From an optimization exercise on the open Yosys and OpenROAD flow, aimed at small area, a short achievable clock period and few clock cycles per item; shortcuts taken in it are not production practice.
At most, simulation tests tie the RTL to the original design; equivalence was not proved.
Power and IR drop assume default switching activity.

## rev 12
==> flow/design.v (excerpt) <==
module scalar_kalman_filter_unit (
    input  logic                                 i_clk,
    input  logic                                 i_rst_n,
    input  logic                                 i_in_valid,
    output logic                                 o_in_stall,
    input  logic signed [skf_pkg::VALUE_W-1:0]   i_sample,
    output logic                                 o_out_valid,
    input  logic                                 i_out_stall,
    output logic signed [skf_pkg::VALUE_W-1:0]   o_estimate,
    input  logic                                 i_cfg_we,
    input  logic [skf_pkg::CFG_IDX_W-1:0]        i_cfg_index,
    input  logic [skf_pkg::REG_W-1:0]            i_cfg_data
);
For scale: roughly 3800 cells after synthesis, roughly 110 I/O pins, ~35000 um2 of cells after synthesis.
Settings: LEC_CHECK=0, CAP_MARGIN=20, CORE_MARGIN=2, CORE_UTILIZATION=40, SLEW_MARGIN=20; clock period 12.0 ns.
standard.sh (not shown) runs the stock make flow with config.mk's settings and CLKGATE_MAP_FILE= SYNTH_SCRIPT=/design/flow/synth_recipe.tcl, a recipe that flattens the netlist after the stock synthesis.
==> flow/flow/run.sh <==
#!/bin/bash
# Standard layout, with timing repair aiming for 6 ns of setup slack.
set -euo pipefail
bash standard.sh SETUP_SLACK_MARGIN=6 finish > flow_make.log 2>&1
Rev 12 | status: complete | timing, DRC, antenna: pass
Testbench counts of rev 12, summed over its fixed seeds: cycles 32,928, items 2,048.
Here is what was changed in the inputs of rev 13 compared with rev 12.
-- flow/config.mk --
<<< rev 12, line 10
export CORE_UTILIZATION = 40
>>> rev 13, line 10
export CORE_UTILIZATION = 60
export PLACE_DENSITY = 0.75
### Flow results
Changes observed in rev 13 relative to rev 12: logic gate share of total power now larger, number of buffers created by CTS lower, global routing met1 resource utilization has increased, buffering overhead neither gained nor lost much. Of the two values seen for slowest stage cell on the critical path, sky130_fd_sc_hd__fa_1 was produced by rev 12 and sky130_fd_sc_hd__a21o_1 by rev 13.

---

== main ==
Another version of the RTL of scalar_kalman_filter_unit (not shown whole).
For scale: about 3,000 cells after synthesis, ~360 flip-flops, roughly 110 I/O pins, roughly 0.027 mm^2 of cells after synthesis.
==> flow/design.v (excerpt) <==
module scalar_kalman_filter_unit (
    input  logic                                 i_clk,
    input  logic                                 i_rst_n,
    input  logic                                 i_in_valid,
    output logic                                 o_in_stall,
    input  logic signed [skf_pkg::VALUE_W-1:0]   i_sample,
    output logic                                 o_out_valid,
    input  logic                                 i_out_stall,
    output logic signed [skf_pkg::VALUE_W-1:0]   o_estimate,
    input  logic                                 i_cfg_we,
    input  logic [skf_pkg::CFG_IDX_W-1:0]        i_cfg_index,
    input  logic [skf_pkg::REG_W-1:0]            i_cfg_data
);
    logic [REG_W-1:0]   r_q, r_r;
    logic [COV_W-1:0]   r_pred, r_den, r_rem, r_cl;
    logic [HI_W-1:0]    r_ch;
    logic [VALUE_W-1:0] r_s;         
    logic [VALUE_W-1:0] r_est;       
    logic [VALUE_W-1:0] r_el;
    logic [HI_W-1:0]    r_eh;
    logic [CNT_W-1:0]   r_cnt;
    logic               r_busy, r_first, r_pend, r_out_valid, r_stall;
    logic               start, fin, last;
    logic               n_busy, n_pend, n_out_valid;
    logic [COV_W-1:0]   cov;
    logic [COV_W:0]     pq_sum;
    logic [COV_W+1:0]   pqr_sum;
    logic [COV_W-1:0]   pred, den;
    logic [VALUE_W-1:0] est_u;
    logic [VALUE_W:0]   fin_sum;
    logic [VALUE_W-1:0] est_next;
    logic               f0, f1;
    logic [COV_W-1:0]   n_rem, n_cl;
    logic [HI_W-1:0]    n_ch, n_eh;
    logic [VALUE_W-1:0] n_el;
    assign start = i_in_valid && !r_stall;
    assign fin   = r_pend && !r_out_valid;
    assign last  = r_cnt == CNT_LAST;
    assign est_u = {~r_est[VALUE_W-1], r_est[VALUE_W-2:0]};
    always_comb begin
        cov     = {r_ch, r_cl[COV_W-1:COV_W-2]};
        pq_sum  = {1'b0, cov} + {1'b0, r_q};
        pqr_sum = {2'b0, cov} + {2'b0, r_q} + {2'b0, r_r};
        pred    = pq_sum[COV_W] ? '1 : pq_sum[COV_W-1:0];
        den     = (pqr_sum[COV_W+1:COV_W] != 2'b0) ? '1 : pqr_sum[COV_W-1:0];
    end
    always_comb begin
        fin_sum  = {1'b0, r_el} + {1'b0, est_u};
        est_next = {r_eh, 2'b00} + VALUE_W'(fin_sum[VALUE_W:VALUE_W-2]);
    end
    assign f0 = r_den == '0;
  ...
Settings: LEC_CHECK=0, CAP_MARGIN=20, CORE_MARGIN=2, CORE_UTILIZATION=40, SLEW_MARGIN=20; clock period 12.0 ns.
==> flow/flow/run.sh <==
#!/bin/bash
# Standard layout, with timing repair aiming for 7 ns of setup slack.
set -euo pipefail
bash standard.sh SETUP_SLACK_MARGIN=7 finish > flow_make.log 2>&1
main went all the way through the flow, and no timing, DRC or antenna check failed.
For the feature branch, these inputs were changed with respect to main:
==> flow/flow/run.sh <==
#!/bin/bash
# Standard layout, with timing repair aiming for 8.5 ns of setup slack.
set -euo pipefail
bash standard.sh SETUP_SLACK_MARGIN=8.5 finish > flow_make.log 2>&1
==> comparison <==
Compared with main, the feature branch shows a lower cell depth of the worst min-delay path. On combinational power share: between the feature branch and main, it ends up lower for main. Measured against the feature branch, the maximum number of pins on one net before global-route repair of main comes out at 0.948 times the reference value. Side by side, area share of buffers outside the clock network turned out higher in the feature branch than in main. Delta (the feature branch minus main): post-route met1 wirelength rose 8.1%; count of clock-buffer cells in the layout rose about 13%; register area rose 200 um^2. The feature branch ends up with a number of buffers inserted by post-CTS setup repair that is 137 higher than in main.
No run of this note included a check of the RTL's function; only the layout flow was run.

---

scalar_kalman_filter_unit, a different RTL version from the one above (not shown whole).
For scale: roughly 3400 cells after synthesis, roughly 110 I/O pins, about 32000 um^2 of cells after synthesis.
clock: 12.0 ns
lec_check: 0
cap_margin: 20
core_margin: 2
core_utilization: 40
cts_buf_list: sky130_fd_sc_hd__clkbuf_8
place_density: 0.7
slew_margin: 20
==> flow/flow/run.sh <==
#!/bin/bash
# Standard layout, with timing repair aiming for 7.5 ns of setup slack.
set -euo pipefail
bash standard.sh SETUP_SLACK_MARGIN=7.5 finish > flow_make.log 2>&1
The starting point passed the timing, design-rule and antenna checks.
Testbench counts at the start, summed over its fixed seeds: cycles 32,928, items 2,048.
Then changed:
PLACE_DENSITY = not set   (was 0.7)
Via count shrinks by 0.36%.
Combinational power grows by about 0.9%.
Power grows by 1.5%.
Cell count grows by 0.54%.
Maximum frequency is about the same.
Critical path depth does not change.
Wire length grows by 5.3%.
Non-clock buffer count grows by 9.
Sequential share of layout area shrinks by 0.14 points.
Register-to-register slack hardly moves.
Then changed:
==> flow/flow/run.sh (replaced) <==
#!/bin/bash
# Standard layout, with timing repair aiming for 7 ns of setup slack.
set -euo pipefail
bash standard.sh SETUP_SLACK_MARGIN=7 finish > flow_make.log 2>&1
Result: Synthesized cell count does not change; core utilization falls by 1.2 points; global-route usage came out lower by 0.26 points.
Then changed:
==> flow/flow/run.sh (replaced) <==
#!/bin/bash
# Standard layout, with timing repair aiming for 7.5 ns of setup slack.
set -euo pipefail
bash standard.sh SETUP_SLACK_MARGIN=7.5 finish > flow_make.log 2>&1
GPL_ROUTABILITY_DRIVEN = 0   (was not set)
The changed run completed with no timing, DRC or antenna violations.
Non-clock buffer count rose by 72.
Via count rose by 2.4%.
Die area is unchanged.
Hold slack got worse by 7.8 ps.
Then changed:
==> flow/flow/run.sh (replaced) <==
#!/bin/bash
# Standard layout, with timing repair aiming for 7.75 ns of setup slack.
set -euo pipefail
bash standard.sh SETUP_SLACK_MARGIN=7.75 finish > flow_make.log 2>&1
GPL_ROUTABILITY_DRIVEN = not set   (was 0)
What happened:
- routed wire length rose by about 5%
- sequential cell count is unchanged
- via count rose by about 2.4%
- global-route usage rose by 0.80 points

-- separate check: timing with driven ports --
How much do the figures lean on ideal ports? The routed layouts below were timed once more, with nothing changed but the port constraints. Step 1 (the two cells are an assumption about what drives the block):
set clk [get_ports {i_clk}]
set_driving_cell -lib_cell sky130_fd_sc_hd__clkbuf_16 $clk
set_driving_cell -lib_cell sky130_fd_sc_hd__buf_2 [delete_from_list [all_inputs] $clk]
Step 2 times the ports against the registers' clock, not the clock port: input delays grow and output delays shrink by t, the midpoint of the rising clock arrivals with the driver on. Three values: no drivers, after step 1, after step 2; two values: the first two.
run	t (ns)	setup WS [ns]	latest minus earliest clock arrival (ns)
rev 12	0.665	6.464 / 6.464 / 6.464	0.022 / 0.021
rev 13	0.662	6.412 / 6.412 / 6.412	0.028 / 0.028
main	0.647	7.265 / 7.265 / 7.079	0.033 / 0.033
the feature branch	0.648	8.145 / 8.145 / 7.927	0.030 / 0.030
the first run of note 3	0.711	7.602 / 7.602 / 7.602	0.038 / 0.038
the second run of note 3	0.723	7.600 / 7.600 / 7.600	0.051 / 0.050
the third run of note 3	0.722	7.158 / 7.158 / 7.158	0.050 / 0.051
the fourth run of note 3	0.715	7.509 / 7.509 / 7.509	0.041 / 0.042
the fifth run of note 3	0.732	7.660 / 7.660 / 7.660	0.051 / 0.050
After both steps every run listed still meets setup and hold. For the feature branch, which loses most, drivers alone change the setup slack by 0.000 ns; drivers and shift together by -0.218 ns.
